This is an optimization exercise on Yosys and OpenROAD, whose aim is small area and a short achievable clock period, not a production implementation.
In this exercise RTL edits were held to simulation tests only and were not proved equivalent to the original.

==> design/flow/design.v <==
module md_unit #(
  parameter int WIDTH       = 32,
  parameter int MULT_CYCLES = 5,
  parameter int DIV_CYCLES  = 10
) (
  input  logic             clk,
  input  logic             reset,
  input  logic             start,
  input  logic [2:0]       op,
  input  logic [WIDTH-1:0] a,
  input  logic [WIDTH-1:0] b,
  input  logic             hi_we,
  input  logic             lo_we,
  input  logic             cancel,
  output logic [WIDTH-1:0] hi,
  output logic [WIDTH-1:0] lo,
  output logic             busy,
  output logic             done
);
  localparam int MAXC = (MULT_CYCLES > DIV_CYCLES) ? MULT_CYCLES : DIV_CYCLES;
  localparam int CW   = $clog2(MAXC + 1);
  localparam int W2   = 2 * WIDTH;
  typedef enum logic {IDLE, RUN} state_t;
  state_t           state_q, state_d;
  logic [CW-1:0]    cnt_q, cnt_d;
  logic [WIDTH-1:0] a_q, a_d, b_q, b_d;
  logic [2:0]       op_q, op_d;
  logic [W2-1:0]    acc_q, acc_d;
  logic [WIDTH-1:0] hi_q, hi_d, lo_q, lo_d;
  logic             done_q, done_d;
  logic [W2-1:0]    a_ext, b_ext, prod, mul_res;
  logic             a_neg, b_neg;
  logic [WIDTH-1:0] a_mag, b_mag, q_mag, r_mag, quot, rem;
  always_comb begin
    a_ext = op_q[0] ? {{WIDTH{1'b0}}, a_q} : {{WIDTH{a_q[WIDTH-1]}}, a_q};
    b_ext = op_q[0] ? {{WIDTH{1'b0}}, b_q} : {{WIDTH{b_q[WIDTH-1]}}, b_q};
    prod  = a_ext * b_ext;
    if (!op_q[2])
      mul_res = prod;
    else if (op_q[1])
      mul_res = acc_q - prod;
    else
      mul_res = acc_q + prod;
    a_neg = ~op_q[0] & a_q[WIDTH-1];
    b_neg = ~op_q[0] & b_q[WIDTH-1];
    a_mag = a_neg ? -a_q : a_q;
    b_mag = b_neg ? -b_q : b_q;
    q_mag = '0;
    r_mag = '0;
    if (b_q == '0) begin
      quot = '1;
      rem  = a_q;
    end else begin
      q_mag = a_mag / b_mag;
      r_mag = a_mag % b_mag;
      quot  = (a_neg ^ b_neg) ? -q_mag : q_mag;
      rem   = a_neg ? -r_mag : r_mag;
    end
  end
  always_comb begin
    state_d = state_q;
    cnt_d   = cnt_q;
    a_d     = a_q;
    b_d     = b_q;
    op_d    = op_q;
    acc_d   = acc_q;
    hi_d    = hi_q;
    lo_d    = lo_q;
    done_d  = 1'b0;
    case (state_q)
      IDLE: begin
        if (start) begin
          a_d     = a;
          b_d     = b;
          op_d    = op;
          acc_d   = op[2] ? {hi_q, lo_q} : '0;
          cnt_d   = (op[2:1] == 2'b01) ? CW'(DIV_CYCLES) : CW'(MULT_CYCLES);
          state_d = RUN;
        end else begin
          if (hi_we) hi_d = a;
          if (lo_we) lo_d = a;
        end
      end
      RUN: begin
        cnt_d = cnt_q - CW'(1);
        if (cancel) begin
          state_d = IDLE;
        end else if (cnt_q == CW'(1)) begin
          if (op_q[2:1] == 2'b01) begin
            hi_d = rem;
            lo_d = quot;
          end else begin
            hi_d = mul_res[W2-1:WIDTH];
            lo_d = mul_res[WIDTH-1:0];
          end
          done_d  = 1'b1;
          state_d = IDLE;
        end
      end
      default: state_d = IDLE;
    endcase
  end
  always_ff @(posedge clk or negedge reset) begin
    if (!reset) begin
      state_q <= IDLE;
      cnt_q   <= '0;
      a_q     <= '0;
      b_q     <= '0;
      op_q    <= '0;
      acc_q   <= '0;
      hi_q    <= '0;
      lo_q    <= '0;
      done_q  <= 1'b0;
    end else begin
      state_q <= state_d;
      cnt_q   <= cnt_d;
      a_q     <= a_d;
      b_q     <= b_d;
      op_q    <= op_d;
      acc_q   <= acc_d;
      hi_q    <= hi_d;
      lo_q    <= lo_d;
      done_q  <= done_d;
    end
  end
  assign hi   = hi_q;
  assign lo   = lo_q;
  assign busy = (state_q == RUN);
  assign done = done_q;
endmodule
==> design/flow/run.sh <==
#!/bin/bash
# synth_recipe.tcl (not shown) runs the flow's synth.tcl, then flattens the netlist and writes it again
# the make line also repeats each setting of config.mk as NAME=value (left out here)
make -C /OpenROAD-flow-scripts/flow DESIGN_CONFIG=/design/flow/config.mk WORK_HOME=/design/flow/orfs CLKGATE_MAP_FILE= SYNTH_SCRIPT=/design/flow/synth_recipe.tcl finish
==> design/flow/config.mk <==
export PLATFORM = sky130hd
export DESIGN_NAME = md_unit
export DESIGN_NICKNAME = md_unit
export VERILOG_FILES = /design/flow/design.v
export SDC_FILE = /design/flow/constraint.sdc
export NUM_CORES = 4
export LEC_CHECK = 0
export CAP_MARGIN = 20
export CORE_MARGIN = 2
export CORE_UTILIZATION = 40
export SLEW_MARGIN = 20
==> design/flow/constraint.sdc <==
create_clock -name core_clock -period 80.0 [get_ports {clk}]
set_input_delay 16.0000 -clock core_clock [delete_from_list [all_inputs] [get_ports {clk}]]
set_output_delay 16.0000 -clock core_clock [all_outputs]
set_load 0.01 [all_outputs]
==> results.py <==
metrics = {
    "outcome": {
        "status": "finished clean",
    },
    "critical_path": {
        "r2r_slack_ps": 3380,
        "cp.required_ps": 80470,
        "path_class": "flip-flop to flip-flop",
        "crit_slowest_cell": "or4_1",
        "cpPeakStageDelay_ps": 600,
        "cp-end-kind": "flip-flop",
        "crit_path_frequent_cell": "buf_4",
        "critPathMaxFanout": 19,
        "crit_arrival_ps": 77090,
        "setup.worst_path.start_class": "flip-flop",
    },
    "synth": {
        "synthTopCellsByArea": "fa_1 30%, ha_1 12%, nand2_1 6.1%",
        "syn_avg_cell_area_um2": 8.02,
        "netlist_area_um2": 96400,
        "synth_ff_type": "dfrtp_1",
        "synth_cell_types": 112,
        "ys_seq_area_frac": 0.0522,
        "netlist_top_cells_count": "1577 x nand2_1, 1511 x inv_1, 1443 x fa_1",
        "yosysMostFrequentCell": "nand2_1",
        "synth-async-reset-ratio": 1.00,
        "syn_nets": 14400,
        "synth_cells": 12000,
        "yosysWarnings": 1,
        "synth_top_area_share": 0.300,
        "synth-seq-cells": 201,
        "synth_edf_count": 0,
        "synth_top_area_cell": "fa_1",
    },
    "drt": {
        "wl_per_cell_um": 29.5,
        "drt-pass1-iter-count": 8,
        "drt-initial-drc-count": 9676,
        "drtAntennaViolNets": 0,
        "routed_via_density": 5.90,
        "vias": 101000,
        "routed_wl_um": 506000,
        "drc": 0,
    },
    "timing": {
        "final.min_clock_period_ps": 76620,
        "relSlewSlack": 0.126,
        "setup_ws_ps": 3380,
        "finalCritPeriodShare": 0.958,
        "hold_viol_final": 0,
        "finalSetupViolCount": 0,
        "worst_pin_slew_ps": 1300,
        "slew_viol_final": 0,
        "fmax_mhz": 13.1,
        "tns_ps": 0,
        "skew_ps": 35.4,
    },
    "finish": {
        "fin_cells": 17200,
        "design_area_um2": 119000,
        "drive_above_1_share": 0.201,
        "area_growth_pct": 23.5,
        "finalNetCount": 16400,
    },
    "floorplan": {
        "core_area_um2": 240000,
        "fp-row-count": 180,
        "die_w_um": 495,
        "dieArea_um2": 245000,
        "start_util": 0.401,
        "ios": 139,
        "die_h_um": 495,
    },
    "clocking": {
        "cts_root_buf": "clkbuf_16",
        "cts_tree": "yes",
        "htreeDepth": 1,
        "numCtsBuffers": 25,
        "clock_latency_ps": 600,
        "cts_num_sinks": 201,
        "clkTransAtPathRegs_ps": 70,
        "clk_path_buf_depth": 3,
    },
    "placed_design": {
        "io_buffer_count": 138,
        "preCtsSetupSlack_ps": -513,
        "globalplace.congestion": 1.10,
        "dpl-instance-area_um2": 117000,
        "place_inst": 17100,
        "dp.final_hpwl_um": 422000,
    },
    "grt": {
        "gr-usage-all-layers": 0.409,
        "globalRoute.totalOverflow": 0,
        "antenna_found_initial": 47,
        "grt_max_degree": 85,
        "grt_pass1_wl_um": 726000,
        "grt_pass1_vias": 103000,
    },
    "run": {
        "cap_violations": 0,
    },
    "worst_hold_path": {
        "hold_class": "flip-flop to flip-flop",
    },
}
## cells in the final DEF (no fill, tap or decap), drive strengths merged, types with 44 or more instances in the layout
cell,instances
nand4,84
xnor2,420
mux2i,44
clkdlybuf4s50,136
nand3,208
a21oi,689
a21o,209
nand2,1579
ha,896
nor4,66
o31ai,59
or2,49
nand2b,79
dfrtp,201
or3,101
a211oi,107
o211ai,101
inv,1513
nor3,235
o21a,164
mux2,112
o21ai,601
xor2,241
nor2,849
a31oi,120
fa,1443
and2,401
buf,2297
and3,93
nor2b,77
o21bai,57
## state kept, by name (all words and copies together) (netlist names)
name / flops
acc_q: 64
hi_q: 32
op_q: 3
state_q: 1
lo_q: 32
a_q: 32
done_q: 1
cnt_q: 4
b_q: 32
## final timing paths
check | startpoint | endpoint | depth (start not counted)
worst max-delay path | b_q[1] | lo_q[30] | 359
worst min-delay path | acc_q[44] | acc_q[44] | 2
worst max register to register | b_q[1] | lo_q[30] | 359
worst min register to register | acc_q[44] | acc_q[44] | 2
max in group asynchronous | reset | b_q[24] | 3
min in group asynchronous | reset | state_q | 1
## what timing repair did
item,in CTS,in global routing
gates resized for setup,7,135
pin swaps,0,17
buffers inserted,0,23
setup endpoints to repair,35,64
hold buffers,0,0
## kinds of logic after synthesis
logic type,count (synthesis),synth area share
AOI/OAI and AO/OA,2649,0.180
and+or+nand+nor,3964,0.194
muxes,156,0.0177
adders and majority gates,2339,0.416
buffers and inverters,2050,0.0805
DFF,201,0.0522
xor gates and xnor gates,661,0.0601
## final cells by class
cell class	instances	area (um^2)
Clock inverter	12	121
Clock buffer	34	679
Tap cell	3185	3990
Fill cell	23600	121000
Inverter	1514	5690
Antenna cell	30	75.1
Sequential cell	201	5100
Timing Repair Buffer	2433	18900
Multi-Input combinational cell	9769	84500
## critical path: cells and delay by family (launching register included)
| kind | cells | cell delay [ps] |
|---|---|---|
| DFF | 1 | 510 |
| muxes | 7 | 2080 |
| and+or+nand+nor | 102 | 21140 |
| adders and majority gates | 33 | 9840 |
| buffers and inverters | 61 | 10600 |
| AOI/OAI and AO/OA | 155 | 31700 |
| xor gates and xnor gates | 1 | 420 |
## routing by layer
layer | global-route usage | routed length, um | vias up
met5 | 0 | 101 | -
met4 | 0.283 | 42900 | 16
met3 | 0.0654 | 38200 | 1421
met2 | 0.655 | 230000 | 5078
met1 | 0.503 | 195000 | 50500
li1 | - | - | 44300
## metrics by stage
stage / hold WS [ps] / util
2_1_floorplan: 450 / -
3_3_place_gp: 471 / 0.489
3_5_place_dp: 477 / 0.489
4_1_cts: 492 / 0.492
5_1_grt: 530 / 0.496
6_report: 491 / 0.496

[re-timing with driven ports]
The results above use ideal ports. As a check the final layout listed here was re-extracted and re-timed, cells and wires unchanged. Step 1 sets driving cells, clkbuf_16 on the clock port and buf_2 on the other inputs (assumed; they add their load-dependent delay and slew). Step 2, shift: input delay + t, output delay - t, t = (earliest + latest rising clock arrival at the registers) / 2. This alone moves slack from input paths to output paths. a / b / c = no drivers / after step 1 / after step 2; a / b = the first two.
shift t [ns]: 0.646
slack for setup (ns): 3.380 / 3.380 / 3.380
worst hold slack (ns): 0.491 / 0.491 / 0.491
worst slew at a driven data input, ns: 0.25
cell pins on the clock port's net: 1
After both steps this run still meets setup and hold. The setup slack of this run moves by 0.000 ns with the drivers and by 0.000 ns with both steps.
